Source: an optimization exercise on an open RTL-to-GDS flow (aim: small area and a short achievable clock period). Production flows keep margins and buffers that such runs may drop. At most, simulation tests tie the RTL to the original design; equivalence was not proved. No functional check of the RTL was part of runs 2 and 3. Power figures rest on the tool's default switching activity, not on a simulated workload.

## flow/design.v (module list and top-level ports; edited modules follow where they fit)
// module mac_ctrl: 46 lines
// module mac_mult_stage: 546 lines
// module mac_accumulator: 412 lines
// module mac_top: 52 lines
module mac_top #(
   parameter int A_WIDTH = 18,    
   parameter int B_WIDTH = 18,    
   parameter int P_WIDTH = 48     
) (
   input  logic                      clk,
   input  logic                      rst_n,
   input  logic signed [A_WIDTH-1:0] data_a,
   input  logic signed [B_WIDTH-1:0] data_b,
   input  mac_pkg::mac_op_e          op,
   input  logic                      activate_mac,   
   output logic signed [P_WIDTH-1:0] data_p,
   output logic                      p_valid
);
  // ...
==> flow/flow/run.sh <==
#!/bin/bash
# The standard layout with these changes:
#  - Yosys's coarse 'synth' calls run with -noabc, so that extract_fa sees the
#    full and half adders as the RTL writes them (the later ABC mapping pass is
#    unchanged);
#  - the port buffers are buf_1 cells (buffer_ports -buffer_cell);
#  - timing repair aims at a setup margin of 6.6 ns.
# The SDC (clock period, I/O delays, loads) is the standard flow's, unchanged. Each make
# step's log stays under orfs/logs; make's own output goes to flow_make.log.
set -euo pipefail
grep -q '^proc synth {args} { yosys synth -nofsm -noshare {\*}$args }' synth_recipe.tcl
sed 's/yosys synth -nofsm -noshare /yosys synth -nofsm -noshare -noabc /' synth_recipe.tcl > synth_noabc.tcl
bash standard.sh SYNTH_SCRIPT=$PWD/synth_noabc.tcl SETUP_SLACK_MARGIN=6.6 \
  "BUFFER_PORTS_ARGS=-buffer_cell sky130_fd_sc_hd__buf_1" finish > flow_make.log 2>&1
==> flow/standard.sh <==
#!/bin/bash
# synth_recipe.tcl (not shown) runs the flow's synth.tcl, then flattens the netlist and writes it again
# the make line also repeats each setting of config.mk as NAME=value (left out here)
make -C /OpenROAD-flow-scripts/flow DESIGN_CONFIG=/design/flow/config.mk WORK_HOME=/design/flow/orfs CLKGATE_MAP_FILE= SYNTH_SCRIPT=/design/flow/synth_recipe.tcl "${@:-finish}"
==> flow/config.mk <==
export PLATFORM = sky130hd
export DESIGN_NAME = mac_top
export DESIGN_NICKNAME = mac_top
export VERILOG_FILES = /design/flow/design.v
export SDC_FILE = /design/flow/constraint.sdc
export NUM_CORES = 4
export LEC_CHECK = 0
export CAP_MARGIN = 20
export CORE_MARGIN = 2
export CORE_UTILIZATION = 40
export CTS_BUF_LIST = sky130_fd_sc_hd__clkbuf_8
export CTS_CLUSTER_SIZE = 30
export SLEW_MARGIN = 20
==> flow/constraint.sdc <==
create_clock -name core_clock -period 10.0 [get_ports {clk}]
set_input_delay 2.0000 -clock core_clock [delete_from_list [all_inputs] [get_ports {clk}]]
set_output_delay 2.0000 -clock core_clock [all_outputs]
set_load 0.01 [all_outputs]
==> impl_results.md, run 1 <==
* Status: no timing/DRC/antenna violations
* Setup total negative slack at 0 ps
* Sequential share of the synthesized area at 0.271
* Clock skew at about 22 ps
* Clk slew on worst S/H paths at 90 ps
* Register-to-register setup slack at approximately 6600 ps
* Non-clock buffering overhead at 0.0431
* Core Footprint at 31400 um2
* Async set-or-reset flop fraction in the synthesized netlist at 0.0412
* Clock Sinks at 170
* Synth Net Count at 1457
* Syn Area/Cell at about 11 um2
* Post-route minimum period at 3380 ps
* DP HPWL at approximately 21000 um
* Avg Vias per Cell at ~5.3
* Startpoint Class: flip-flop
* Inverters at 49
* P_sw at 2.12 mW
* Area growth, synth to finish at 11.4%
* Top cell type's share of synthesized area at 0.257
* Max-cap violations at 0
* Slew at the pin closest to its max-slew limit at 932 ps
* Cells after synthesis at 1186
* Synth Area in XOR/XNOR at 0.154
* Reg power frac at 0.255
* Drt wl/cell at between 15 and 20 um
* Cell Area, Placed at roughly 13000 um2
* Final setup fails at 0
* DRC at 0
* Clock net power at around 0.50 mW
* CP bufs+invs at 1
* Final worst setup slack at 6620 ps
* Unique cell type count in the Yosys netlist at 55
==> module mac_accumulator, before the edit <==
module mac_accumulator #(
   parameter int P_WIDTH = 48
) (
   input  logic               clk,
   input  logic               rst_n,
   input  logic               clr,        
   input  logic               valid,      
   input  logic [P_WIDTH-1:0] row0,
   input  logic [P_WIDTH-1:0] row1,
   output logic [P_WIDTH-1:0] data_p,
   output logic               p_valid
);
   logic [P_WIDTH-1:0] p_q;
   logic [P_WIDTH-1:0] x;
   logic [P_WIDTH-1:0] sa, sb;
   logic [P_WIDTH-1:0] p_next;
   logic               valid_q;
   assign x = p_q & ~{P_WIDTH{clr}};
   logic a1, a2, a3, a4, a5, a6, a7, a8, a9, a10, a11, a12;
   logic a13, a14, a15, a16, a17, a18, a19, a20, a21, a22, a23, a24;
   logic a25, a26, a27, a28, a29, a30, a31, a32, a33, a34, a35, a36;
   logic a37, a38, a39, a40, a41, a42, a43, a44, a45, a46, a47, a48;
   logic a49, a50, a51, a52, a53, a54, a55, a56, a57, a58, a59, a60;
   logic a61, a62, a63, a64, a65, a66, a67, a68, a69, a70, a71, a72;
   logic a73, a74, a75, a76, a77, a78, a79, a80, a81, a82, a83, a84;
   logic a85, a86, a87, a88, a89, a90, a91, a92, a93, a94, a95, a96;
   assign a1 = x[0] ^ row0[0] ^ row1[0];
   assign a2 = (x[0] & row0[0]) | (x[0] & row1[0]) | (row0[0] & row1[0]);
   assign a3 = x[1] ^ row0[1];
   assign a4 = x[1] & row0[1];
   assign a5 = x[2] ^ row0[2] ^ row1[2];
   assign a6 = (x[2] & row0[2]) | (x[2] & row1[2]) | (row0[2] & row1[2]);
   assign a7 = x[3] ^ row0[3] ^ row1[3];
   assign a8 = (x[3] & row0[3]) | (x[3] & row1[3]) | (row0[3] & row1[3]);
   assign a9 = x[4] ^ row0[4] ^ row1[4];
   assign a10 = (x[4] & row0[4]) | (x[4] & row1[4]) | (row0[4] & row1[4]);
   assign a11 = x[5] ^ row0[5] ^ row1[5];
   assign a12 = (x[5] & row0[5]) | (x[5] & row1[5]) | (row0[5] & row1[5]);
   assign a13 = x[6] ^ row0[6] ^ row1[6];
   assign a14 = (x[6] & row0[6]) | (x[6] & row1[6]) | (row0[6] & row1[6]);
   assign a15 = x[7] ^ row0[7] ^ row1[7];
   assign a16 = (x[7] & row0[7]) | (x[7] & row1[7]) | (row0[7] & row1[7]);
   assign a17 = x[8] ^ row0[8] ^ row1[8];
   assign a18 = (x[8] & row0[8]) | (x[8] & row1[8]) | (row0[8] & row1[8]);
   assign a19 = x[9] ^ row0[9] ^ row1[9];
   assign a20 = (x[9] & row0[9]) | (x[9] & row1[9]) | (row0[9] & row1[9]);
   assign a21 = x[10] ^ row0[10] ^ row1[10];
   assign a22 = (x[10] & row0[10]) | (x[10] & row1[10]) | (row0[10] & row1[10]);
   assign a23 = x[11] ^ row0[11] ^ row1[11];
   assign a24 = (x[11] & row0[11]) | (x[11] & row1[11]) | (row0[11] & row1[11]);
   assign a25 = x[12] ^ row0[12] ^ row1[12];
   assign a26 = (x[12] & row0[12]) | (x[12] & row1[12]) | (row0[12] & row1[12]);
   assign a27 = x[13] ^ row0[13] ^ row1[13];
   assign a28 = (x[13] & row0[13]) | (x[13] & row1[13]) | (row0[13] & row1[13]);
   assign a29 = x[14] ^ row0[14] ^ row1[14];
   assign a30 = (x[14] & row0[14]) | (x[14] & row1[14]) | (row0[14] & row1[14]);
   assign a31 = x[15] ^ row0[15] ^ row1[15];
   assign a32 = (x[15] & row0[15]) | (x[15] & row1[15]) | (row0[15] & row1[15]);
   assign a33 = x[16] ^ row0[16] ^ row1[16];
   assign a34 = (x[16] & row0[16]) | (x[16] & row1[16]) | (row0[16] & row1[16]);
   assign a35 = x[17] ^ row0[17] ^ row1[17];
   assign a36 = (x[17] & row0[17]) | (x[17] & row1[17]) | (row0[17] & row1[17]);
   assign a37 = x[18] ^ row0[18] ^ row1[18];
   assign a38 = (x[18] & row0[18]) | (x[18] & row1[18]) | (row0[18] & row1[18]);
   assign a39 = x[19] ^ row0[19] ^ row1[19];
   assign a40 = (x[19] & row0[19]) | (x[19] & row1[19]) | (row0[19] & row1[19]);
   assign a41 = x[20] ^ row0[20] ^ row1[20];
   assign a42 = (x[20] & row0[20]) | (x[20] & row1[20]) | (row0[20] & row1[20]);
   assign a43 = x[21] ^ row0[21] ^ row1[21];
   assign a44 = (x[21] & row0[21]) | (x[21] & row1[21]) | (row0[21] & row1[21]);
   assign a45 = x[22] ^ row0[22] ^ row1[22];
   assign a46 = (x[22] & row0[22]) | (x[22] & row1[22]) | (row0[22] & row1[22]);
   assign a47 = x[23] ^ row0[23] ^ row1[23];
   assign a48 = (x[23] & row0[23]) | (x[23] & row1[23]) | (row0[23] & row1[23]);
   assign a49 = x[24] ^ row0[24] ^ row1[24];
   assign a50 = (x[24] & row0[24]) | (x[24] & row1[24]) | (row0[24] & row1[24]);
   assign a51 = x[25] ^ row0[25] ^ row1[25];
   assign a52 = (x[25] & row0[25]) | (x[25] & row1[25]) | (row0[25] & row1[25]);
   assign a53 = x[26] ^ row0[26] ^ row1[26];
   assign a54 = (x[26] & row0[26]) | (x[26] & row1[26]) | (row0[26] & row1[26]);
   assign a55 = x[27] ^ row0[27] ^ row1[27];
   assign a56 = (x[27] & row0[27]) | (x[27] & row1[27]) | (row0[27] & row1[27]);
   assign a57 = x[28] ^ row0[28] ^ row1[28];
   assign a58 = (x[28] & row0[28]) | (x[28] & row1[28]) | (row0[28] & row1[28]);
   assign a59 = x[29] ^ row0[29] ^ row1[29];
   assign a60 = (x[29] & row0[29]) | (x[29] & row1[29]) | (row0[29] & row1[29]);
   assign a61 = x[30] ^ row0[30] ^ row1[30];
   assign a62 = (x[30] & row0[30]) | (x[30] & row1[30]) | (row0[30] & row1[30]);
   assign a63 = x[31] ^ row0[31] ^ row1[31];
   assign a64 = (x[31] & row0[31]) | (x[31] & row1[31]) | (row0[31] & row1[31]);
   assign a65 = x[32] ^ row0[32] ^ row1[32];
   assign a66 = (x[32] & row0[32]) | (x[32] & row1[32]) | (row0[32] & row1[32]);
   assign a67 = x[33] ^ row0[33] ^ row1[33];
   assign a68 = (x[33] & row0[33]) | (x[33] & row1[33]) | (row0[33] & row1[33]);
   assign a69 = x[34] ^ row0[34] ^ row1[34];
   assign a70 = (x[34] & row0[34]) | (x[34] & row1[34]) | (row0[34] & row1[34]);
   assign a71 = x[35] ^ 1'b1;
   assign a72 = x[35] & 1'b1;
   assign a73 = x[36] ^ 1'b1;
   assign a74 = x[36] & 1'b1;
   assign a75 = x[37] ^ 1'b1;
   assign a76 = x[37] & 1'b1;
   assign a77 = x[38] ^ 1'b1;
   assign a78 = x[38] & 1'b1;
   assign a79 = x[39] ^ 1'b1;
   assign a80 = x[39] & 1'b1;
   assign a81 = x[40] ^ 1'b1;
   assign a82 = x[40] & 1'b1;
   assign a83 = x[41] ^ 1'b1;
   assign a84 = x[41] & 1'b1;
   assign a85 = x[42] ^ 1'b1;
   assign a86 = x[42] & 1'b1;
   assign a87 = x[43] ^ 1'b1;
   assign a88 = x[43] & 1'b1;
   assign a89 = x[44] ^ 1'b1;
   assign a90 = x[44] & 1'b1;
   assign a91 = x[45] ^ 1'b1;
   assign a92 = x[45] & 1'b1;
   assign a93 = x[46] ^ 1'b1;
   assign a94 = x[46] & 1'b1;
   assign a95 = x[47] ^ 1'b1;
   assign a96 = x[47] & 1'b1;
   assign sa = {a95, a93, a91, a89, a87, a85, a83, a81, a79, a77, a75, a73, a71, a69, a67, a65, a63, a61, a59, a57, a55, a53, a51, a49, a47, a45, a43, a41, a39, a37, a35, a33, a31, a29, a27, a25, a23, a21, a19, a17, a15, a13, a11, a9, a7, a5, a3, a1};
   assign sb = {a94, a92, a90, a88, a86, a84, a82, a80, a78, a76, a74, a72, a70, a68, a66, a64, a62, a60, a58, a56, a54, a52, a50, a48, a46, a44, a42, a40, a38, a36, a34, a32, a30, a28, a26, a24, a22, a20, a18, a16, a14, a12, a10, a8, a6, a4, a2, 1'b0};
   logic kG1, kG2, kP2, kG3, kP3, kG4, kP4, kG5, kP5, kG6, kP6, kG7;
   logic kP7, kG8, kP8, kG9, kP9, kG10, kP10, kG11, kP11, kG12, kP12, kG13;
   logic kP13, kG14, kP14, kG15, kP15, kG16, kP16, kG17, kP17, kG18, kP18, kG19;
   logic kP19, kG20, kP20, kG21, kP21, kG22, kP22, kG23, kP23, kG24, kP24, kG25;
   logic kG26, kG27, kP27, kG28, kP28, kG29, kP29, kG30, kP30, kG31, kP31, kG32;
   logic kP32, kG33, kP33, kG34, kP34, kG35, kP35, kG36, kP36, kG37, kP37, kG38;
   logic kP38, kG39, kP39, kG40, kP40, kG41, kP41, kG42, kP42, kG43, kP43, kG44;
   logic kP44, kG45, kP45, kG46, kP46, kG47, kP47, kG48, kP48, kG49, kG50, kG51;
   logic kG52, kG53, kP53, kG54, kP54, kG55, kP55, kG56, kP56, kG57, kP57, kG58;
   logic kP58, kG59, kP59, kG60, kP60, kG61, kP61, kG62, kP62, kG63, kP63, kG64;
   logic kP64, kG65, kP65, kG66, kP66, kG67, kP67, kG68, kP68, kG69, kP69, kG70;
   logic kP70, kG71, kP71, kG72, kP72, kG73, kG74, kG75, kG76, kG77, kG78, kG79;
   logic kG80, kG81, kP81, kG82, kP82, kG83, kP83, kG84, kP84, kG85, kP85, kG86;
   logic kP86, kG87, kP87, kG88, kP88, kG89, kP89, kG90, kP90, kG91, kP91, kG92;
   logic kP92, kG93, kP93, kG94, kP94, kG95, kP95, kG96, kP96, kG97, kG98, kG99;
   logic kG100, kG101, kG102, kG103, kG104, kG105, kG106, kG107, kG108, kG109, kG110, kG111;
   logic kG112, kG113, kG114, kG115, kG116, kG117, kG118, kG119, kG120, kG121, kG122, kG123;
   logic kG124, kG125, kG126, kG127, kG128;
   logic [P_WIDTH-1:0] kg, kp;
   assign kg = sa & sb;
   assign kp = sa ^ sb;
   assign kG1 = kg[1] | (kp[1] & kg[0]);
   assign kG2 = kg[3] | (kp[3] & kg[2]);
   assign kP2 = kp[3] & kp[2];
   assign kG3 = kg[5] | (kp[5] & kg[4]);
   assign kP3 = kp[5] & kp[4];
   assign kG4 = kg[7] | (kp[7] & kg[6]);
   assign kP4 = kp[7] & kp[6];
   assign kG5 = kg[9] | (kp[9] & kg[8]);
   assign kP5 = kp[9] & kp[8];
   assign kG6 = kg[11] | (kp[11] & kg[10]);
   assign kP6 = kp[11] & kp[10];
   assign kG7 = kg[13] | (kp[13] & kg[12]);
   assign kP7 = kp[13] & kp[12];
   assign kG8 = kg[15] | (kp[15] & kg[14]);
   assign kP8 = kp[15] & kp[14];
   assign kG9 = kg[17] | (kp[17] & kg[16]);
   assign kP9 = kp[17] & kp[16];
   assign kG10 = kg[19] | (kp[19] & kg[18]);
   assign kP10 = kp[19] & kp[18];
   assign kG11 = kg[21] | (kp[21] & kg[20]);
   assign kP11 = kp[21] & kp[20];
   assign kG12 = kg[23] | (kp[23] & kg[22]);
   assign kP12 = kp[23] & kp[22];
   assign kG13 = kg[25] | (kp[25] & kg[24]);
   assign kP13 = kp[25] & kp[24];
   assign kG14 = kg[27] | (kp[27] & kg[26]);
   assign kP14 = kp[27] & kp[26];
   assign kG15 = kg[29] | (kp[29] & kg[28]);
   assign kP15 = kp[29] & kp[28];
   assign kG16 = kg[31] | (kp[31] & kg[30]);
   assign kP16 = kp[31] & kp[30];
   assign kG17 = kg[33] | (kp[33] & kg[32]);
   assign kP17 = kp[33] & kp[32];
   assign kG18 = kg[35] | (kp[35] & kg[34]);
   assign kP18 = kp[35] & kp[34];
   assign kG19 = kg[37] | (kp[37] & kg[36]);
   assign kP19 = kp[37] & kp[36];
   assign kG20 = kg[39] | (kp[39] & kg[38]);
   assign kP20 = kp[39] & kp[38];
   assign kG21 = kg[41] | (kp[41] & kg[40]);
   assign kP21 = kp[41] & kp[40];
   assign kG22 = kg[43] | (kp[43] & kg[42]);
   assign kP22 = kp[43] & kp[42];
   assign kG23 = kg[45] | (kp[45] & kg[44]);
   assign kP23 = kp[45] & kp[44];
   assign kG24 = kg[47] | (kp[47] & kg[46]);
   assign kP24 = kp[47] & kp[46];
   assign kG25 = kg[2] | (kp[2] & kG1);
   assign kG26 = kG2 | (kP2 & kG1);
   assign kG27 = kg[6] | (kp[6] & kG3);
   assign kP27 = kp[6] & kP3;
   assign kG28 = kG4 | (kP4 & kG3);
   assign kP28 = kP4 & kP3;
   assign kG29 = kg[10] | (kp[10] & kG5);
   assign kP29 = kp[10] & kP5;
   assign kG30 = kG6 | (kP6 & kG5);
   assign kP30 = kP6 & kP5;
   assign kG31 = kg[14] | (kp[14] & kG7);
   assign kP31 = kp[14] & kP7;
   assign kG32 = kG8 | (kP8 & kG7);
   assign kP32 = kP8 & kP7;
   assign kG33 = kg[18] | (kp[18] & kG9);
   assign kP33 = kp[18] & kP9;
   assign kG34 = kG10 | (kP10 & kG9);
   assign kP34 = kP10 & kP9;
   assign kG35 = kg[22] | (kp[22] & kG11);
   assign kP35 = kp[22] & kP11;
   assign kG36 = kG12 | (kP12 & kG11);
   assign kP36 = kP12 & kP11;
   assign kG37 = kg[26] | (kp[26] & kG13);
   assign kP37 = kp[26] & kP13;
   assign kG38 = kG14 | (kP14 & kG13);
   assign kP38 = kP14 & kP13;
   assign kG39 = kg[30] | (kp[30] & kG15);
   assign kP39 = kp[30] & kP15;
   assign kG40 = kG16 | (kP16 & kG15);
   assign kP40 = kP16 & kP15;
   assign kG41 = kg[34] | (kp[34] & kG17);
   assign kP41 = kp[34] & kP17;
   assign kG42 = kG18 | (kP18 & kG17);
   assign kP42 = kP18 & kP17;
   assign kG43 = kg[38] | (kp[38] & kG19);
   assign kP43 = kp[38] & kP19;
   assign kG44 = kG20 | (kP20 & kG19);
   assign kP44 = kP20 & kP19;
   assign kG45 = kg[42] | (kp[42] & kG21);
   assign kP45 = kp[42] & kP21;
   assign kG46 = kG22 | (kP22 & kG21);
   assign kP46 = kP22 & kP21;
   assign kG47 = kg[46] | (kp[46] & kG23);
   assign kP47 = kp[46] & kP23;
   assign kG48 = kG24 | (kP24 & kG23);
   assign kP48 = kP24 & kP23;
   assign kG49 = kg[4] | (kp[4] & kG26);
   assign kG50 = kG3 | (kP3 & kG26);
   assign kG51 = kG27 | (kP27 & kG26);
   assign kG52 = kG28 | (kP28 & kG26);
   assign kG53 = kg[12] | (kp[12] & kG30);
   assign kP53 = kp[12] & kP30;
   assign kG54 = kG7 | (kP7 & kG30);
   assign kP54 = kP7 & kP30;
   assign kG55 = kG31 | (kP31 & kG30);
   assign kP55 = kP31 & kP30;
   assign kG56 = kG32 | (kP32 & kG30);
   assign kP56 = kP32 & kP30;
   assign kG57 = kg[20] | (kp[20] & kG34);
   assign kP57 = kp[20] & kP34;
   assign kG58 = kG11 | (kP11 & kG34);
   assign kP58 = kP11 & kP34;
   assign kG59 = kG35 | (kP35 & kG34);
   assign kP59 = kP35 & kP34;
   assign kG60 = kG36 | (kP36 & kG34);
   assign kP60 = kP36 & kP34;
   assign kG61 = kg[28] | (kp[28] & kG38);
   assign kP61 = kp[28] & kP38;
   assign kG62 = kG15 | (kP15 & kG38);
   assign kP62 = kP15 & kP38;
   assign kG63 = kG39 | (kP39 & kG38);
   assign kP63 = kP39 & kP38;
   assign kG64 = kG40 | (kP40 & kG38);
   assign kP64 = kP40 & kP38;
   assign kG65 = kg[36] | (kp[36] & kG42);
   assign kP65 = kp[36] & kP42;
   assign kG66 = kG19 | (kP19 & kG42);
   assign kP66 = kP19 & kP42;
   assign kG67 = kG43 | (kP43 & kG42);
   assign kP67 = kP43 & kP42;
   assign kG68 = kG44 | (kP44 & kG42);
   assign kP68 = kP44 & kP42;
   assign kG69 = kg[44] | (kp[44] & kG46);
   assign kP69 = kp[44] & kP46;
   assign kG70 = kG23 | (kP23 & kG46);
   assign kP70 = kP23 & kP46;
   assign kG71 = kG47 | (kP47 & kG46);
   assign kP71 = kP47 & kP46;
   assign kG72 = kG48 | (kP48 & kG46);
   assign kP72 = kP48 & kP46;
   assign kG73 = kg[8] | (kp[8] & kG52);
   assign kG74 = kG5 | (kP5 & kG52);
   assign kG75 = kG29 | (kP29 & kG52);
   assign kG76 = kG30 | (kP30 & kG52);
   assign kG77 = kG53 | (kP53 & kG52);
   assign kG78 = kG54 | (kP54 & kG52);
   assign kG79 = kG55 | (kP55 & kG52);
   assign kG80 = kG56 | (kP56 & kG52);
   assign kG81 = kg[24] | (kp[24] & kG60);
   assign kP81 = kp[24] & kP60;
   assign kG82 = kG13 | (kP13 & kG60);
   assign kP82 = kP13 & kP60;
   assign kG83 = kG37 | (kP37 & kG60);
   assign kP83 = kP37 & kP60;
   assign kG84 = kG38 | (kP38 & kG60);
   assign kP84 = kP38 & kP60;
   assign kG85 = kG61 | (kP61 & kG60);
   assign kP85 = kP61 & kP60;
   assign kG86 = kG62 | (kP62 & kG60);
   assign kP86 = kP62 & kP60;
   assign kG87 = kG63 | (kP63 & kG60);
   assign kP87 = kP63 & kP60;
   assign kG88 = kG64 | (kP64 & kG60);
   assign kP88 = kP64 & kP60;
   assign kG89 = kg[40] | (kp[40] & kG68);
   assign kP89 = kp[40] & kP68;
   assign kG90 = kG21 | (kP21 & kG68);
   assign kP90 = kP21 & kP68;
   assign kG91 = kG45 | (kP45 & kG68);
   assign kP91 = kP45 & kP68;
   assign kG92 = kG46 | (kP46 & kG68);
   assign kP92 = kP46 & kP68;
   assign kG93 = kG69 | (kP69 & kG68);
   assign kP93 = kP69 & kP68;
   assign kG94 = kG70 | (kP70 & kG68);
   assign kP94 = kP70 & kP68;
   assign kG95 = kG71 | (kP71 & kG68);
   assign kP95 = kP71 & kP68;
   assign kG96 = kG72 | (kP72 & kG68);
   assign kP96 = kP72 & kP68;
   assign kG97 = kg[16] | (kp[16] & kG80);
   assign kG98 = kG9 | (kP9 & kG80);
   assign kG99 = kG33 | (kP33 & kG80);
   assign kG100 = kG34 | (kP34 & kG80);
   assign kG101 = kG57 | (kP57 & kG80);
   assign kG102 = kG58 | (kP58 & kG80);
   assign kG103 = kG59 | (kP59 & kG80);
   assign kG104 = kG60 | (kP60 & kG80);
   assign kG105 = kG81 | (kP81 & kG80);
   assign kG106 = kG82 | (kP82 & kG80);
   assign kG107 = kG83 | (kP83 & kG80);
   assign kG108 = kG84 | (kP84 & kG80);
   assign kG109 = kG85 | (kP85 & kG80);
   assign kG110 = kG86 | (kP86 & kG80);
   assign kG111 = kG87 | (kP87 & kG80);
   assign kG112 = kG88 | (kP88 & kG80);
   assign kG113 = kg[32] | (kp[32] & kG112);
   assign kG114 = kG17 | (kP17 & kG112);
   assign kG115 = kG41 | (kP41 & kG112);
   assign kG116 = kG42 | (kP42 & kG112);
   assign kG117 = kG65 | (kP65 & kG112);
   assign kG118 = kG66 | (kP66 & kG112);
   assign kG119 = kG67 | (kP67 & kG112);
   assign kG120 = kG68 | (kP68 & kG112);
   assign kG121 = kG89 | (kP89 & kG112);
   assign kG122 = kG90 | (kP90 & kG112);
   assign kG123 = kG91 | (kP91 & kG112);
   assign kG124 = kG92 | (kP92 & kG112);
   assign kG125 = kG93 | (kP93 & kG112);
   assign kG126 = kG94 | (kP94 & kG112);
   assign kG127 = kG95 | (kP95 & kG112);
   assign kG128 = kG96 | (kP96 & kG112);
   assign p_next[0] = kp[0];
   assign p_next[1] = kp[1] ^ kg[0];
   assign p_next[2] = kp[2] ^ kG1;
   assign p_next[3] = kp[3] ^ kG25;
   assign p_next[4] = kp[4] ^ kG26;
   assign p_next[5] = kp[5] ^ kG49;
   assign p_next[6] = kp[6] ^ kG50;
   assign p_next[7] = kp[7] ^ kG51;
   assign p_next[8] = kp[8] ^ kG52;
   assign p_next[9] = kp[9] ^ kG73;
   assign p_next[10] = kp[10] ^ kG74;
   assign p_next[11] = kp[11] ^ kG75;
   assign p_next[12] = kp[12] ^ kG76;
   assign p_next[13] = kp[13] ^ kG77;
   assign p_next[14] = kp[14] ^ kG78;
   assign p_next[15] = kp[15] ^ kG79;
   assign p_next[16] = kp[16] ^ kG80;
   assign p_next[17] = kp[17] ^ kG97;
   assign p_next[18] = kp[18] ^ kG98;
   assign p_next[19] = kp[19] ^ kG99;
   assign p_next[20] = kp[20] ^ kG100;
   assign p_next[21] = kp[21] ^ kG101;
   assign p_next[22] = kp[22] ^ kG102;
   assign p_next[23] = kp[23] ^ kG103;
   assign p_next[24] = kp[24] ^ kG104;
   assign p_next[25] = kp[25] ^ kG105;
   assign p_next[26] = kp[26] ^ kG106;
   assign p_next[27] = kp[27] ^ kG107;
   assign p_next[28] = kp[28] ^ kG108;
   assign p_next[29] = kp[29] ^ kG109;
   assign p_next[30] = kp[30] ^ kG110;
   assign p_next[31] = kp[31] ^ kG111;
   assign p_next[32] = kp[32] ^ kG112;
   assign p_next[33] = kp[33] ^ kG113;
   assign p_next[34] = kp[34] ^ kG114;
   assign p_next[35] = kp[35] ^ kG115;
   assign p_next[36] = kp[36] ^ kG116;
   assign p_next[37] = kp[37] ^ kG117;
   assign p_next[38] = kp[38] ^ kG118;
   assign p_next[39] = kp[39] ^ kG119;
   assign p_next[40] = kp[40] ^ kG120;
   assign p_next[41] = kp[41] ^ kG121;
   assign p_next[42] = kp[42] ^ kG122;
   assign p_next[43] = kp[43] ^ kG123;
   assign p_next[44] = kp[44] ^ kG124;
   assign p_next[45] = kp[45] ^ kG125;
   assign p_next[46] = kp[46] ^ kG126;
   assign p_next[47] = kp[47] ^ kG127;
   always_ff @(posedge clk) begin
      p_q <= p_next;
   end
   always_ff @(posedge clk or negedge rst_n) begin
      if (!rst_n) valid_q <= 1'b0;
      else        valid_q <= valid;
   end
   assign data_p  = p_q;
   assign p_valid = valid_q;
endmodule
==> run 2, diff against run 1 <==
--- a/flow/design.v
+++ b/flow/design.v
@@ -629,107 +629,171 @@
    logic a25, a26, a27, a28, a29, a30, a31, a32, a33, a34, a35, a36;
    logic a37, a38, a39, a40, a41, a42, a43, a44, a45, a46, a47, a48;
    logic a49, a50, a51, a52, a53, a54, a55, a56, a57, a58, a59, a60;
-   logic a61, a62, a63, a64, a65, a66, a67, a68, a69, a70, a71, a72;
-   logic a73, a74, a75, a76, a77, a78, a79, a80, a81, a82, a83, a84;
-   logic a85, a86, a87, a88, a89, a90, a91, a92, a93, a94, a95, a96;
-   assign a1 = x[0] ^ row0[0] ^ row1[0];
-   assign a2 = (x[0] & row0[0]) | (x[0] & row1[0]) | (row0[0] & row1[0]);
-   assign a3 = x[1] ^ row0[1];
-   assign a4 = x[1] & row0[1];
-   assign a5 = x[2] ^ row0[2] ^ row1[2];
-   assign a6 = (x[2] & row0[2]) | (x[2] & row1[2]) | (row0[2] & row1[2]);
-   assign a7 = x[3] ^ row0[3] ^ row1[3];
-   assign a8 = (x[3] & row0[3]) | (x[3] & row1[3]) | (row0[3] & row1[3]);
-   assign a9 = x[4] ^ row0[4] ^ row1[4];
-   assign a10 = (x[4] & row0[4]) | (x[4] & row1[4]) | (row0[4] & row1[4]);
-   assign a11 = x[5] ^ row0[5] ^ row1[5];
-   assign a12 = (x[5] & row0[5]) | (x[5] & row1[5]) | (row0[5] & row1[5]);
-   assign a13 = x[6] ^ row0[6] ^ row1[6];
-   assign a14 = (x[6] & row0[6]) | (x[6] & row1[6]) | (row0[6] & row1[6]);
-   assign a15 = x[7] ^ row0[7] ^ row1[7];
-   assign a16 = (x[7] & row0[7]) | (x[7] & row1[7]) | (row0[7] & row1[7]);
-   assign a17 = x[8] ^ row0[8] ^ row1[8];
-   assign a18 = (x[8] & row0[8]) | (x[8] & row1[8]) | (row0[8] & row1[8]);
-   assign a19 = x[9] ^ row0[9] ^ row1[9];
-   assign a20 = (x[9] & row0[9]) | (x[9] & row1[9]) | (row0[9] & row1[9]);
-   assign a21 = x[10] ^ row0[10] ^ row1[10];
-   assign a22 = (x[10] & row0[10]) | (x[10] & row1[10]) | (row0[10] & row1[10]);
-   assign a23 = x[11] ^ row0[11] ^ row1[11];
-   assign a24 = (x[11] & row0[11]) | (x[11] & row1[11]) | (row0[11] & row1[11]);
-   assign a25 = x[12] ^ row0[12] ^ row1[12];
-   assign a26 = (x[12] & row0[12]) | (x[12] & row1[12]) | (row0[12] & row1[12]);
-   assign a27 = x[13] ^ row0[13] ^ row1[13];
-   assign a28 = (x[13] & row0[13]) | (x[13] & row1[13]) | (row0[13] & row1[13]);
-   assign a29 = x[14] ^ row0[14] ^ row1[14];
-   assign a30 = (x[14] & row0[14]) | (x[14] & row1[14]) | (row0[14] & row1[14]);
-   assign a31 = x[15] ^ row0[15] ^ row1[15];
-   assign a32 = (x[15] & row0[15]) | (x[15] & row1[15]) | (row0[15] & row1[15]);
-   assign a33 = x[16] ^ row0[16] ^ row1[16];
-   assign a34 = (x[16] & row0[16]) | (x[16] & row1[16]) | (row0[16] & row1[16]);
-   assign a35 = x[17] ^ row0[17] ^ row1[17];
-   assign a36 = (x[17] & row0[17]) | (x[17] & row1[17]) | (row0[17] & row1[17]);
-   assign a37 = x[18] ^ row0[18] ^ row1[18];
-   assign a38 = (x[18] & row0[18]) | (x[18] & row1[18]) | (row0[18] & row1[18]);
-   assign a39 = x[19] ^ row0[19] ^ row1[19];
-   assign a40 = (x[19] & row0[19]) | (x[19] & row1[19]) | (row0[19] & row1[19]);
-   assign a41 = x[20] ^ row0[20] ^ row1[20];
-   assign a42 = (x[20] & row0[20]) | (x[20] & row1[20]) | (row0[20] & row1[20]);
-   assign a43 = x[21] ^ row0[21] ^ row1[21];
-   assign a44 = (x[21] & row0[21]) | (x[21] & row1[21]) | (row0[21] & row1[21]);
-   assign a45 = x[22] ^ row0[22] ^ row1[22];
-   assign a46 = (x[22] & row0[22]) | (x[22] & row1[22]) | (row0[22] & row1[22]);
-   assign a47 = x[23] ^ row0[23] ^ row1[23];
-   assign a48 = (x[23] & row0[23]) | (x[23] & row1[23]) | (row0[23] & row1[23]);
-   assign a49 = x[24] ^ row0[24] ^ row1[24];
-   assign a50 = (x[24] & row0[24]) | (x[24] & row1[24]) | (row0[24] & row1[24]);
-   assign a51 = x[25] ^ row0[25] ^ row1[25];
-   assign a52 = (x[25] & row0[25]) | (x[25] & row1[25]) | (row0[25] & row1[25]);
-   assign a53 = x[26] ^ row0[26] ^ row1[26];
-   assign a54 = (x[26] & row0[26]) | (x[26] & row1[26]) | (row0[26] & row1[26]);
-   assign a55 = x[27] ^ row0[27] ^ row1[27];
-   assign a56 = (x[27] & row0[27]) | (x[27] & row1[27]) | (row0[27] & row1[27]);
-   assign a57 = x[28] ^ row0[28] ^ row1[28];
-   assign a58 = (x[28] & row0[28]) | (x[28] & row1[28]) | (row0[28] & row1[28]);
-   assign a59 = x[29] ^ row0[29] ^ row1[29];
-   assign a60 = (x[29] & row0[29]) | (x[29] & row1[29]) | (row0[29] & row1[29]);
-   assign a61 = x[30] ^ row0[30] ^ row1[30];
-   assign a62 = (x[30] & row0[30]) | (x[30] & row1[30]) | (row0[30] & row1[30]);
-   assign a63 = x[31] ^ row0[31] ^ row1[31];
-   assign a64 = (x[31] & row0[31]) | (x[31] & row1[31]) | (row0[31] & row1[31]);
-   assign a65 = x[32] ^ row0[32] ^ row1[32];
-   assign a66 = (x[32] & row0[32]) | (x[32] & row1[32]) | (row0[32] & row1[32]);
-   assign a67 = x[33] ^ row0[33] ^ row1[33];
-   assign a68 = (x[33] & row0[33]) | (x[33] & row1[33]) | (row0[33] & row1[33]);
-   assign a69 = x[34] ^ row0[34] ^ row1[34];
-   assign a70 = (x[34] & row0[34]) | (x[34] & row1[34]) | (row0[34] & row1[34]);
-   assign a71 = x[35] ^ 1'b1;
-   assign a72 = x[35] & 1'b1;
-   assign a73 = x[36] ^ 1'b1;
-   assign a74 = x[36] & 1'b1;
-   assign a75 = x[37] ^ 1'b1;
-   assign a76 = x[37] & 1'b1;
-   assign a77 = x[38] ^ 1'b1;
-   assign a78 = x[38] & 1'b1;
-   assign a79 = x[39] ^ 1'b1;
-   assign a80 = x[39] & 1'b1;
-   assign a81 = x[40] ^ 1'b1;
-   assign a82 = x[40] & 1'b1;
-   assign a83 = x[41] ^ 1'b1;
-   assign a84 = x[41] & 1'b1;
-   assign a85 = x[42] ^ 1'b1;
-   assign a86 = x[42] & 1'b1;
-   assign a87 = x[43] ^ 1'b1;
-   assign a88 = x[43] & 1'b1;
-   assign a89 = x[44] ^ 1'b1;
-   assign a90 = x[44] & 1'b1;
-   assign a91 = x[45] ^ 1'b1;
-   assign a92 = x[45] & 1'b1;
-   assign a93 = x[46] ^ 1'b1;
-   assign a94 = x[46] & 1'b1;
-   assign a95 = x[47] ^ 1'b1;
-   assign a96 = x[47] & 1'b1;
-   assign sa = {a95, a93, a91, a89, a87, a85, a83, a81, a79, a77, a75, a73, a71, a69, a67, a65, a63, a61, a59, a57, a55, a53, a51, a49, a47, a45, a43, a41, a39, a37, a35, a33, a31, a29, a27, a25, a23, a21, a19, a17, a15, a13, a11, a9, a7, a5, a3, a1};
-   assign sb = {a94, a92, a90, a88, a86, a84, a82, a80, a78, a76, a74, a72, a70, a68, a66, a64, a62, a60, a58, a56, a54, a52, a50, a48, a46, a44, a42, a40, a38, a36, a34, a32, a30, a28, a26, a24, a22, a20, a18, a16, a14, a12, a10, a8, a6, a4, a2, 1'b0};
+   logic a61, a62, a63, a64, a65, a66, a67, a68;
+   assign a1 = row0[0] ^ row1[0];
+   assign a2 = row0[0] & row1[0];
+   assign a3 = row0[2] ^ row1[2];
+   assign a4 = row0[2] & row1[2];
+   assign a5 = row0[3] ^ row1[3];
+   assign a6 = row0[3] & row1[3];
+   assign a7 = row0[4] ^ row1[4];
+   assign a8 = row0[4] & row1[4];
+   assign a9 = row0[5] ^ row1[5];
+   assign a10 = row0[5] & row1[5];
+   assign a11 = row0[6] ^ row1[6];
+   assign a12 = row0[6] & row1[6];
+   assign a13 = row0[7] ^ row1[7];
+   assign a14 = row0[7] & row1[7];
+   assign a15 = row0[8] ^ row1[8];
+   assign a16 = row0[8] & row1[8];
+   assign a17 = row0[9] ^ row1[9];
+   assign a18 = row0[9] & row1[9];
+   assign a19 = row0[10] ^ row1[10];
+   assign a20 = row0[10] & row1[10];
+   assign a21 = row0[11] ^ row1[11];
+   assign a22 = row0[11] & row1[11];
+   assign a23 = row0[12] ^ row1[12];
+   assign a24 = row0[12] & row1[12];
+   assign a25 = row0[13] ^ row1[13];
+   assign a26 = row0[13] & row1[13];
+   assign a27 = row0[14] ^ row1[14];
+   assign a28 = row0[14] & row1[14];
+   assign a29 = row0[15] ^ row1[15];
+   assign a30 = row0[15] & row1[15];
+   assign a31 = row0[16] ^ row1[16];
+   assign a32 = row0[16] & row1[16];
+   assign a33 = row0[17] ^ row1[17];
+   assign a34 = row0[17] & row1[17];
+   assign a35 = row0[18] ^ row1[18];
+   assign a36 = row0[18] & row1[18];
+   assign a37 = row0[19] ^ row1[19];
+   assign a38 = row0[19] & row1[19];
+   assign a39 = row0[20] ^ row1[20];
+   assign a40 = row0[20] & row1[20];
+   assign a41 = row0[21] ^ row1[21];
+   assign a42 = row0[21] & row1[21];
+   assign a43 = row0[22] ^ row1[22];
+   assign a44 = row0[22] & row1[22];
+   assign a45 = row0[23] ^ row1[23];
+   assign a46 = row0[23] & row1[23];
+   assign a47 = row0[24] ^ row1[24];
+   assign a48 = row0[24] & row1[24];
+   assign a49 = row0[25] ^ row1[25];
+   assign a50 = row0[25] & row1[25];
+   assign a51 = row0[26] ^ row1[26];
+   assign a52 = row0[26] & row1[26];
+   assign a53 = row0[27] ^ row1[27];
+   assign a54 = row0[27] & row1[27];
+   assign a55 = row0[28] ^ row1[28];
+   assign a56 = row0[28] & row1[28];
+   assign a57 = row0[29] ^ row1[29];
+   assign a58 = row0[29] & row1[29];
+   assign a59 = row0[30] ^ row1[30];
+   assign a60 = row0[30] & row1[30];
+   assign a61 = row0[31] ^ row1[31];
+   assign a62 = row0[31] & row1[31];
+   assign a63 = row0[32] ^ row1[32];
+   assign a64 = row0[32] & row1[32];
+   assign a65 = row0[33] ^ row1[33];
+   assign a66 = row0[33] & row1[33];
+   assign a67 = row0[34] ^ row1[34];
+   assign a68 = row0[34] & row1[34];
+   assign sa[0] = clr ? a1 : (a1 ^ p_q[0]);
+   assign sa[1] = clr ? row0[1] : (row0[1] ^ p_q[1]);
+   assign sa[2] = clr ? a3 : (a3 ^ p_q[2]);
+   assign sa[3] = clr ? a5 : (a5 ^ p_q[3]);
+   assign sa[4] = clr ? a7 : (a7 ^ p_q[4]);
+   assign sa[5] = clr ? a9 : (a9 ^ p_q[5]);
+   assign sa[6] = clr ? a11 : (a11 ^ p_q[6]);
+   assign sa[7] = clr ? a13 : (a13 ^ p_q[7]);
+   assign sa[8] = clr ? a15 : (a15 ^ p_q[8]);
+   assign sa[9] = clr ? a17 : (a17 ^ p_q[9]);
+   assign sa[10] = clr ? a19 : (a19 ^ p_q[10]);
+   assign sa[11] = clr ? a21 : (a21 ^ p_q[11]);
+   assign sa[12] = clr ? a23 : (a23 ^ p_q[12]);
+   assign sa[13] = clr ? a25 : (a25 ^ p_q[13]);
+   assign sa[14] = clr ? a27 : (a27 ^ p_q[14]);
+   assign sa[15] = clr ? a29 : (a29 ^ p_q[15]);
+   assign sa[16] = clr ? a31 : (a31 ^ p_q[16]);
+   assign sa[17] = clr ? a33 : (a33 ^ p_q[17]);
+   assign sa[18] = clr ? a35 : (a35 ^ p_q[18]);
+   assign sa[19] = clr ? a37 : (a37 ^ p_q[19]);
+   assign sa[20] = clr ? a39 : (a39 ^ p_q[20]);
+   assign sa[21] = clr ? a41 : (a41 ^ p_q[21]);
+   assign sa[22] = clr ? a43 : (a43 ^ p_q[22]);
+   assign sa[23] = clr ? a45 : (a45 ^ p_q[23]);
+   assign sa[24] = clr ? a47 : (a47 ^ p_q[24]);
+   assign sa[25] = clr ? a49 : (a49 ^ p_q[25]);
+   assign sa[26] = clr ? a51 : (a51 ^ p_q[26]);
+   assign sa[27] = clr ? a53 : (a53 ^ p_q[27]);
+   assign sa[28] = clr ? a55 : (a55 ^ p_q[28]);
+   assign sa[29] = clr ? a57 : (a57 ^ p_q[29]);
+   assign sa[30] = clr ? a59 : (a59 ^ p_q[30]);
+   assign sa[31] = clr ? a61 : (a61 ^ p_q[31]);
+   assign sa[32] = clr ? a63 : (a63 ^ p_q[32]);
+   assign sa[33] = clr ? a65 : (a65 ^ p_q[33]);
+   assign sa[34] = clr ? a67 : (a67 ^ p_q[34]);
+   assign sa[35] = clr ? 1'b1 : (1'b1 ^ p_q[35]);
+   assign sa[36] = clr ? 1'b1 : (1'b1 ^ p_q[36]);
+   assign sa[37] = clr ? 1'b1 : (1'b1 ^ p_q[37]);
+   assign sa[38] = clr ? 1'b1 : (1'b1 ^ p_q[38]);
+   assign sa[39] = clr ? 1'b1 : (1'b1 ^ p_q[39]);
+   assign sa[40] = clr ? 1'b1 : (1'b1 ^ p_q[40]);
+   assign sa[41] = clr ? 1'b1 : (1'b1 ^ p_q[41]);
+   assign sa[42] = clr ? 1'b1 : (1'b1 ^ p_q[42]);
+   assign sa[43] = clr ? 1'b1 : (1'b1 ^ p_q[43]);
+   assign sa[44] = clr ? 1'b1 : (1'b1 ^ p_q[44]);
+   assign sa[45] = clr ? 1'b1 : (1'b1 ^ p_q[45]);
+   assign sa[46] = clr ? 1'b1 : (1'b1 ^ p_q[46]);
+   assign sa[47] = clr ? 1'b1 : (1'b1 ^ p_q[47]);
+   assign sb[0] = 1'b0;
+   assign sb[1] = a2 | (a1 & p_q[0] & ~clr);
+   assign sb[2] = row0[1] & p_q[1] & ~clr;
+   assign sb[3] = a4 | (a3 & p_q[2] & ~clr);
+   assign sb[4] = a6 | (a5 & p_q[3] & ~clr);
+   assign sb[5] = a8 | (a7 & p_q[4] & ~clr);
+   assign sb[6] = a10 | (a9 & p_q[5] & ~clr);
+   assign sb[7] = a12 | (a11 & p_q[6] & ~clr);
+   assign sb[8] = a14 | (a13 & p_q[7] & ~clr);
+   assign sb[9] = a16 | (a15 & p_q[8] & ~clr);
+   assign sb[10] = a18 | (a17 & p_q[9] & ~clr);
+   assign sb[11] = a20 | (a19 & p_q[10] & ~clr);
+   assign sb[12] = a22 | (a21 & p_q[11] & ~clr);
+   assign sb[13] = a24 | (a23 & p_q[12] & ~clr);
+   assign sb[14] = a26 | (a25 & p_q[13] & ~clr);
+   assign sb[15] = a28 | (a27 & p_q[14] & ~clr);
+   assign sb[16] = a30 | (a29 & p_q[15] & ~clr);
+   assign sb[17] = a32 | (a31 & p_q[16] & ~clr);
+   assign sb[18] = a34 | (a33 & p_q[17] & ~clr);
+   assign sb[19] = a36 | (a35 & p_q[18] & ~clr);
+   assign sb[20] = a38 | (a37 & p_q[19] & ~clr);
+   assign sb[21] = a40 | (a39 & p_q[20] & ~clr);
+   assign sb[22] = a42 | (a41 & p_q[21] & ~clr);
+   assign sb[23] = a44 | (a43 & p_q[22] & ~clr);
+   assign sb[24] = a46 | (a45 & p_q[23] & ~clr);
+   assign sb[25] = a48 | (a47 & p_q[24] & ~clr);
+   assign sb[26] = a50 | (a49 & p_q[25] & ~clr);
+   assign sb[27] = a52 | (a51 & p_q[26] & ~clr);
+   assign sb[28] = a54 | (a53 & p_q[27] & ~clr);
+   assign sb[29] = a56 | (a55 & p_q[28] & ~clr);
+   assign sb[30] = a58 | (a57 & p_q[29] & ~clr);
+   assign sb[31] = a60 | (a59 & p_q[30] & ~clr);
+   assign sb[32] = a62 | (a61 & p_q[31] & ~clr);
+   assign sb[33] = a64 | (a63 & p_q[32] & ~clr);
+   assign sb[34] = a66 | (a65 & p_q[33] & ~clr);
+   assign sb[35] = a68 | (a67 & p_q[34] & ~clr);
+   assign sb[36] = 1'b1 & p_q[35] & ~clr;
+   assign sb[37] = 1'b1 & p_q[36] & ~clr;
+   assign sb[38] = 1'b1 & p_q[37] & ~clr;
+   assign sb[39] = 1'b1 & p_q[38] & ~clr;
+   assign sb[40] = 1'b1 & p_q[39] & ~clr;
+   assign sb[41] = 1'b1 & p_q[40] & ~clr;
+   assign sb[42] = 1'b1 & p_q[41] & ~clr;
+   assign sb[43] = 1'b1 & p_q[42] & ~clr;
+   assign sb[44] = 1'b1 & p_q[43] & ~clr;
+   assign sb[45] = 1'b1 & p_q[44] & ~clr;
+   assign sb[46] = 1'b1 & p_q[45] & ~clr;
+   assign sb[47] = 1'b1 & p_q[46] & ~clr;
    logic kG1, kG2, kP2, kG3, kP3, kG4, kP4, kG5, kP5, kG6, kP6, kG7;
    logic kP7, kG8, kP8, kG9, kP9, kG10, kP10, kG11, kP11, kG12, kP12, kG13;
    logic kP13, kG14, kP14, kG15, kP15, kG16, kP16, kG17, kP17, kG18, kP18, kG19;
==> flow/flow/run.sh (replaced) <==
#!/bin/bash
# The standard layout with these changes:
#  - Yosys's coarse 'synth' calls run with -noabc, so that extract_fa sees the
#    full and half adders as the RTL writes them (the later ABC mapping pass is
#    unchanged);
#  - the port buffers are buf_1 cells (buffer_ports -buffer_cell);
#  - timing repair aims at a setup margin of 6.5 ns.
# The SDC (clock period, I/O delays, loads) is the standard flow's, unchanged. Each make
# step's log stays under orfs/logs; make's own output goes to flow_make.log.
set -euo pipefail
grep -q '^proc synth {args} { yosys synth -nofsm -noshare {\*}$args }' synth_recipe.tcl
sed 's/yosys synth -nofsm -noshare /yosys synth -nofsm -noshare -noabc /' synth_recipe.tcl > synth_noabc.tcl
bash standard.sh SYNTH_SCRIPT=$PWD/synth_noabc.tcl SETUP_SLACK_MARGIN=6.5 \
  "BUFFER_PORTS_ARGS=-buffer_cell sky130_fd_sc_hd__buf_1" finish > flow_make.log 2>&1
==> impl_results.md, run 2 <==
* Async set-or-reset flop fraction in the synthesized netlist at 0.0412 (unchanged)
* Hold Path End: u_ctrl.zero2_q
* Arrival time at the worst endpoint at between 3000 and 4000 ps
* IO Port Bufs at slightly below 90
* Clk slew on worst S/H paths at 110 ps (+20 ps)
* Post-Route Utilization at 0.440
* Die ar. at between 30000 and 40000 um2
* Pre-CTS WS at between 6000 and 7000 ps
* Crit-path most repeated cell: fa_1
* Hold Crit Class: reg -> reg
* Leakage power total at roughly 6.0 nW
* Clock latency on the worst-skew pair at 480 ps
* FP Rows at 66
* R2r startpoint: u_mult.two_q[2]
* EDFF count, synth at 0
* RD Place Congestion at between 0.8 and 0.9
* I/O pins at 90
* Die height at 187 um
* Final ANT Viol Nets at 0
* Crit-path max cell delay at slightly above 800 ps
* DP HPWL at 22300 um (+4.7%)
* Final setup fails at 0 (unchanged)
* Total CTS buffers at 17
* Multi-input logic area at approximately 9400 um2
* Biggest fanout along the worst timing path at 18
* Nets at ~1600
* Most common cell after layout, fill and taps aside: xnor2_1
* Top cell type's share of synthesized area at 0.244 (-0.0127)
* Unique cell type count in the Yosys netlist at 63 (+15%)
* RSZ-0062 raised after global routing: yes
* First-pass GRT wire length at 51300 um
* DRC at 0 (unchanged)
* Vias in the first global route at about 9400
* Max FFs per register at 48
* Syn Area/Cell at 10.6 um2 (-0.81%)
* Largest net degree at the start of global routing at 48
* Initial Util at 0.409
* Register-to-register setup slack at 6600 ps (-20 ps)
* Leading area contributor after synthesis: dfxtp_1
* Clock skew at 20.4 ps (-1.99 ps)
* Worst hold stages at 0
* Cell area power density at 326 nW/um2
* CP Class: reg -> reg
* Max-cap violations at 0 (unchanged)
* Most frequent cells in the layout: xnor2_1 (180), a22oi_1 (153), ha_1 (142), dfxtp_1 (130), fa_1 (122)
* Top Registers: u_acc.p_q: 48 flops, u_mult.r0_q: 35 flops, u_mult.r1_q: 34 flops
* Max frequency at approximately 290 MHz
* Synth area leaders: dfxtp_1 (24%), fa_1 (18%), ha_1 (13%)
* Synth top cells by count: xnor2_1 (180), dfxtp_1 (163), a22oi_1 (153), ha_1 (142), fa_1 (122)
* CP cell instances: a22oi_1 -> xnor2_1 -> fa_1 -> fa_1 -> fa_1 -> fa_1
* Final max-slew violation count at 0
* Drt wl/cell at 18.1 um (-2.7%)
* Critical path endpoint category: flip-flop
* Relative max-transition margin at 0.390
* Worst ir drop on vdd at 0.000115 V
* Vias at 9169
* Detailed Routing Iterations Pass 1 at 5
* Layout fillers at around 3200
* Slowest CP cell: dfxtp_1
* Drt first-iter violations at approximately 740
* Final worst setup slack at 6600 ps (-21.9 ps)
* Hold_sp: u_ctrl.zero1_q
* Area growth, synth to finish at 7.65%
* Reg-to-Reg End: u_mult.r1_q[16]
* Sequential share of the synthesized area at 0.257 (-0.0134)
* Number of H-tree levels at 4
* FF+latch area at between 3000 and 4000 um2
* GRT Overall Usage at 0.183
* R2R cell count at 6
* Cells after synthesis at 1258 (+6.1%)
* Share of cells above drive strength 1 at 0.112
* Post-route minimum period at 3400 ps (+21.9 ps)
* Core Footprint at 32700 um2 (+4.2%)
* Diodes inserted at 0
* CTS root buffer: clkbuf_8
* Status: no timing/DRC/antenna violations
* Slew at the pin closest to its max-slew limit at 914 ps (-17.2 ps)
* Avg Vias per Cell at 5.30 (+0.69%)
* Main flop type after synthesis: dfxtp_1
* Count leader, synth: xnor2_1
* Global route overflow at 0
* Die X at between 150 and 200 um
* Synthesized area at 13400 um2
* Antenna violations before repair at 0
* Tcrit/Tclk final at 0.340
* CTS tree: built
* Setup total negative slack at 0 ps (unchanged)
* Startpoint Class: flip-flop
* Clock Sinks at 170 (unchanged)
* Synth Net Count at 1563 (+7.3%)
* Synth Register Bits at between 150 and 200
* Clock Tree Buf Depth at 2
* Final Hold Viols at 0
* YS warnings at 3
* CP required at 10430 ps
* Biggest register: u_acc.p_q
* Final Hold Slack at 350 ps
* Routed WL at approximately 31000 um
-- run 2: cell count changes after synthesis, sizes merged, moves of 5 or more --
cell / change
a21o: +35
ha: +68
nor2: +7
nor3: +8
a21oi: -12
mux2: +35
nand2b: -14
o21a: +5
nor2b: -22
fa: -34
-- run 2: timing repair --
action / CTS / global route
setup endpoints to repair: 52 / 38
hold buffers: 0 / 0
pin swaps: 0 / 3
setup buffers: 0 / 0
cloned: 0 / 0
endpoints found under the hold margin: 0 / 0
gates resized for setup: 17 / 30
-- run 2: area by class of cell --
type | instances | area share
Timing Repair Buffer | 99 | 0.0296
Inverter | 48 | 0.0129
Tap cell | 442 | 0.0384
Multi-Input combinational cell | 938 | 0.652
Sequential cell | 170 | 0.243
Clock buffer | 17 | 0.0163
Clock inverter | 15 | 0.00808
-- run 2: metal layers --
metal  vias to the layer above  global-route usage  part of all wire
met2                       276               0.276              0.44
met4                         0              0.0461            0.0088
met3                        19              0.0437             0.071
met5                         -                   0                 0
met1                      4495               0.264              0.48
li1                       4379                   -                 -
-- run 2: critical path: cells and delay by family (launching register included) --
family | cells | cell delay (ps)
XOR/XNOR | 1 | 220
flip-flops | 1 | 820
adder cells (fa/ha/maj) | 4 | 2150
AO/OA/AOI/OAI | 1 | 170
-- run 2: worst max-delay path by stage --
stage / startpoint / endpoint / slack, ps / depth (start not counted)
3_5_place_dp: u_ctrl.clr2_q / u_acc.p_q[33] / 6050 / 12
4_1_cts: u_ctrl.clr2_q / u_acc.p_q[33] / 6490 / 12
2_1_floorplan: u_mult.neg_q[8] / u_mult.r1_q[20] / 6510 / 7
3_3_place_gp: u_ctrl.clr2_q / u_acc.p_q[33] / 6080 / 12
6_report: u_mult.two_q[2] / u_mult.r1_q[16] / 6600 / 6
5_1_grt: u_mult.r0_q[25] / u_acc.p_q[47] / 6440 / 13
-- run 2: kinds of logic after synthesis --
logic type | share of synthesized area
other | 0.000280
and+or+nand+nor | 0.0551
muxes | 0.0302
adders and majority gates | 0.316
buffers and inverters | 0.0421
AOI/OAI and AO/OA | 0.156
xor gates and xnor gates | 0.143
DFF | 0.257
-- run 2: metrics by stage --
| step | area (um2) | total power, mW | instances |
|---|---|---|---|
| final | 14400 | 4.69 | 1729 |
| after global routing | 14400 | 5.22 | 1729 |
| after detailed placement | 14000 | 4.26 | 1697 |
| after global placement | 14000 | 4.20 | 1697 |
| after floorplan | 13400 | 3.50 | 1258 |
| after CTS | 14300 | 4.73 | 1729 |
-- run 2: power by group --
group / internal [mW] / switching, mW
Combinational: 1.44 / 1.64
Clock: 0.176 / 0.278
Sequential: 0.987 / 0.168
==> run 3, diff against run 2 <==
==> flow/flow/run.sh (replaced) <==
#!/bin/bash
# The standard layout with these changes:
#  - Yosys's coarse 'synth' calls run with -noabc, so that extract_fa sees the
#    full and half adders as the RTL writes them (the later ABC mapping pass is
#    unchanged);
#  - the port buffers are buf_1 cells (buffer_ports -buffer_cell);
#  - timing repair aims at a setup margin of 6.7 ns.
# The SDC (clock period, I/O delays, loads) is the standard flow's, unchanged. Each make
# step's log stays under orfs/logs; make's own output goes to flow_make.log.
set -euo pipefail
grep -q '^proc synth {args} { yosys synth -nofsm -noshare {\*}$args }' synth_recipe.tcl
sed 's/yosys synth -nofsm -noshare /yosys synth -nofsm -noshare -noabc /' synth_recipe.tcl > synth_noabc.tcl
bash standard.sh SYNTH_SCRIPT=$PWD/synth_noabc.tcl SETUP_SLACK_MARGIN=6.7 \
  "BUFFER_PORTS_ARGS=-buffer_cell sky130_fd_sc_hd__buf_1" finish > flow_make.log 2>&1
==> impl_results.md, run 3 <==
* Detailed Routing Iterations Pass 1 at 6 (+1)
* Total CTS buffers at 17 (unchanged)
* Worst hold stages at 0 (unchanged)
* YS warnings at 3 (unchanged)
* Clock skew at 17.1 ps (-3.34 ps)
* Clk slew on worst S/H paths at 100 ps (about the same)
* Hold_sp: u_ctrl.valid1_q
* Number of H-tree levels at 4 (unchanged)
* Core Footprint at 32700 um2 (unchanged)
* Worst ir drop on vdd at 0.000138 V (+20%)
* DRC at 0 (unchanged)
* IO Port Bufs at 89 (unchanged)
* Leading area contributor after synthesis: dfxtp_1
* Relative max-transition margin at 0.394 (+0.00357)
* Most frequent cells in the layout: xnor2_1 (180), a22oi_1 (152), fa_1 (120), dfxtp_1 (117), ha_1 (112)
* Mux contribution to synthesized area at 0.0302 (unchanged)
* Hold Crit Class: reg -> reg
* Unique cell type count in the Yosys netlist at 63 (unchanged)
* Synth top cells by count: xnor2_1 (180), dfxtp_1 (163), a22oi_1 (153), ha_1 (142), fa_1 (122)
* Final ANT Viol Nets at 0 (unchanged)
* Max frequency at 309 MHz (+5.1%)
* Final worst setup slack at 6760 ps (+165 ps)
* Final max-slew violation count at 0 (unchanged)
* R2r startpoint: u_mult.a_q[8]
* Synth Net Count at 1563 (unchanged)
* Biggest register: u_acc.p_q
* Clock Sinks at 170 (unchanged)
* Synth area leaders: dfxtp_1 (24%), fa_1 (18%), ha_1 (13%)
* Reg-to-Reg End: u_mult.r1_q[16]
* Clock latency on the worst-skew pair at 470 ps (about the same)
* Drt first-iter violations at 786 (+6.9%)
* RD Place Congestion at 0.841 (+0.23%)
* Status: no timing/DRC/antenna violations
* CTS root buffer: clkbuf_8
* Cells after synthesis at 1258 (unchanged)
* Placed Cells at 1698 (+0.059%)
* Max FFs per register at 48 (unchanged)
* Avg Vias per Cell at 5.35 (+0.96%)
* Cell Area, Placed at 14000 um2 (about the same)
* GRT Overall Usage at 0.187 (+0.00404)
* Post-Route Utilization at 0.470 (+0.0303)
* Max-cap violations at 0 (unchanged)
* Critical path endpoint category: flip-flop
* I/O pins at 90 (unchanged)
* Sequential share of the synthesized area at 0.257 (unchanged)
* CTS tree: built
* Final instance area at 15400 um2 (+6.9%)
* R2R cell count at 6 (unchanged)
* Cell area power density at 349 nW/um2 (+7.2%)
* Nets at 1609 (+1.9%)
* Hold Path End: u_ctrl.valid2_q
* Vias in the first global route at 9689 (+2.7%)
* Top Registers: u_acc.p_q: 48 flops, u_mult.r0_q: 35 flops, u_mult.r1_q: 34 flops
* Share of cells above drive strength 1 at 0.184 (+0.0720)
* Die ar. at 34900 um2 (unchanged)
* Synth Register Bits at 170 (unchanged)
* CP Class: reg -> reg
* Async set-or-reset flop fraction in the synthesized netlist at 0.0412 (unchanged)
* DP HPWL at 22500 um (+0.51%)
* Register-to-register setup slack at 6760 ps (+170 ps)
* RSZ-0062 raised after global routing: yes
* Startpoint Class: flip-flop
* Arrival time at the worst endpoint at 3660 ps (-170 ps)
* Final Hold Viols at 0 (unchanged)
* CP required at 10430 ps (about the same)
* Slew at the pin closest to its max-slew limit at 909 ps (-5.35 ps)
* Biggest fanout along the worst timing path at 18 (unchanged)
* Count leader, synth: xnor2_1
* Main flop type after synthesis: dfxtp_1
* Final setup fails at 0 (unchanged)
* Die height at 187 um (unchanged)
* Drt wl/cell at 19.0 um (+4.6%)
* Area growth, synth to finish at 15.1%
* Routed WL at 33300 um (+6.4%)
* Clock Tree Buf Depth at 2 (unchanged)
* Initial Util at 0.409 (unchanged)
* Diodes inserted at 0 (unchanged)
* Most common cell after layout, fill and taps aside: xnor2_1
* Vias at 9412 (+2.7%)
* Complex-gate fraction of the synthesized area at 0.156 (unchanged)
* FP Rows at 66 (unchanged)
* Layout fillers at 3122 (-2.1%)
* Post-route minimum period at 3240 ps (-165 ps)
* Top cell type's share of synthesized area at 0.244 (unchanged)
* Tcrit/Tclk final at 0.324 (-0.0165)
* Die X at 187 um (unchanged)
* Simple-gate share of the synthesized area at 0.0551 (unchanged)
* Setup total negative slack at 0 ps (unchanged)
* CTS Hold Bufs at 0 (unchanged)
* Pre-CTS WS at 6050 ps (-4.46 ps)
* First-pass GRT wire length at 52300 um (+1.9%)
* Synth Area in XOR/XNOR at 0.143 (unchanged)
* Main combinational cell family by area after synthesis: adder cells
* Largest net degree at the start of global routing at 48 (unchanged)
* Post-Synth Adder-Cell Area at 0.316 (unchanged)
* Final std cells w/o fill at 1758 (+1.7%)
* Global route overflow at 0 (unchanged)
* Leakage power total at 6.26 nW (+4.2%)
* Antenna violations before repair at 0 (unchanged)
* Syn Area/Cell at 10.6 um2 (unchanged)
* EDFF count, synth at 0 (unchanged)
* Synthesized area at 13400 um2 (unchanged)
## run 3: cell counts after synthesis
Identical to the previous run, type by type.
## run 3: through the flow
stage	power (mW)	hold WS, ps
after global routing	5.91	360
after CTS	4.89	359
after global placement	4.19	333
after detailed placement	4.27	335
after floorplan	3.50	330
final	5.37	356
## run 3: how the worst max path moves through the flow
stage	startpoint	slack (ps)	to	cells past startpoint
6_report	u_mult.a_q[8]	6760	u_mult.r1_q[16]	6
3_3_place_gp	u_ctrl.clr2_q	6090	u_acc.p_q[33]	12
5_1_grt	u_mult.r0_q[5]	6650	u_acc.p_q[42]	13
3_5_place_dp	u_ctrl.clr2_q	6050	u_acc.p_q[33]	12
4_1_cts	u_mult.r0_q[2]	6670	u_acc.p_q[33]	12
2_1_floorplan	u_mult.neg_q[4]	6670	u_mult.r1_q[16]	7
## run 3: critical path: stages, from the launching register on
cell and delay (ps):
dfxtp_2 640, a22oi_1 150, xnor2_1 180, fa_1 520, fa_1 700, fa_1 470, fa_1 540
## run 3: metal layers
layer	vias to the layer above	part of all wire	GRT usage
met4	0	0.0077	0.0488
met1	4622	0.47	0.277
met2	330	0.45	0.281
met3	14	0.067	0.0336
met5	-	0	0
li1	4446	-	-
## run 3: cell type report
cell class / instances / area (um2) / area share
Clock buffer: 17 / 234 / 0.0152
Multi-Input combinational cell: 938 / 9980 / 0.649
Timing Repair Buffer: 129 / 728 / 0.0473
Sequential cell: 170 / 3530 / 0.230
Clock inverter: 14 / 171 / 0.0111
Inverter: 48 / 185 / 0.0120
Tap cell: 442 / 553 / 0.0359
## run 3: logic make-up after synthesis
group,Yosys count
AND/OR/NAND/NOR,139
other,1
flip-flops,170
multiplexers,36
adder cells (fa/ha/maj),264
XOR/XNOR,219
buffers and inverters,150
AO/OA/AOI/OAI,279
## run 3: power breakdown
part	internal, mW	switching (mW)	leakage [nW]
Combinational	1.80	1.88	4.60
Clock	0.247	0.266	0.198
Sequential	0.990	0.183	1.46
Total	3.04	2.33	6.26
## run 3: what timing repair did
| item | 4_1_cts | 5_1_grt |
|---|---|---|
| pin swaps | 11 | 51 |
| cloned | 0 | 3 |
| gates resized for setup | 61 | 100 |
| setup endpoints to repair | 65 | 32 |
| buffers inserted | 6 | 20 |

-- afterwards: timing with drivers on the ports --
How much do the figures lean on ideal ports? The routed layouts below were timed once more, with nothing changed but the port constraints.
Step 1, drivers: a clkbuf_16 drives clk and a buf_2 each remaining input, both assumed.
Step 2 also shifts input and output timing later by t, the mid clock arrival at the registers, as if the neighbouring blocks saw the same clock.
a / b / c = ideal ports / drivers / drivers and shift; a / b = the first two.
| run | t (ns) | setup slack, ns | hold WS [ns] | slew at the worst register clock pin (ns) |
|---|---|---|---|---|
| run 1 | 0.526 | 6.620 / 6.620 / 6.620 | 0.355 / 0.355 / 0.355 | 0.10 / 0.10 |
| run 2 | 0.510 | 6.598 / 6.598 / 6.584 | 0.350 / 0.350 / 0.350 | 0.11 / 0.11 |
| run 3 | 0.511 | 6.763 / 6.763 / 6.637 | 0.356 / 0.356 / 0.356 | 0.10 / 0.10 |
After both steps every run listed still meets setup and hold. The setup slack of run 3, which loses most, moves by 0.000 ns with the drivers and by -0.126 ns with both steps.
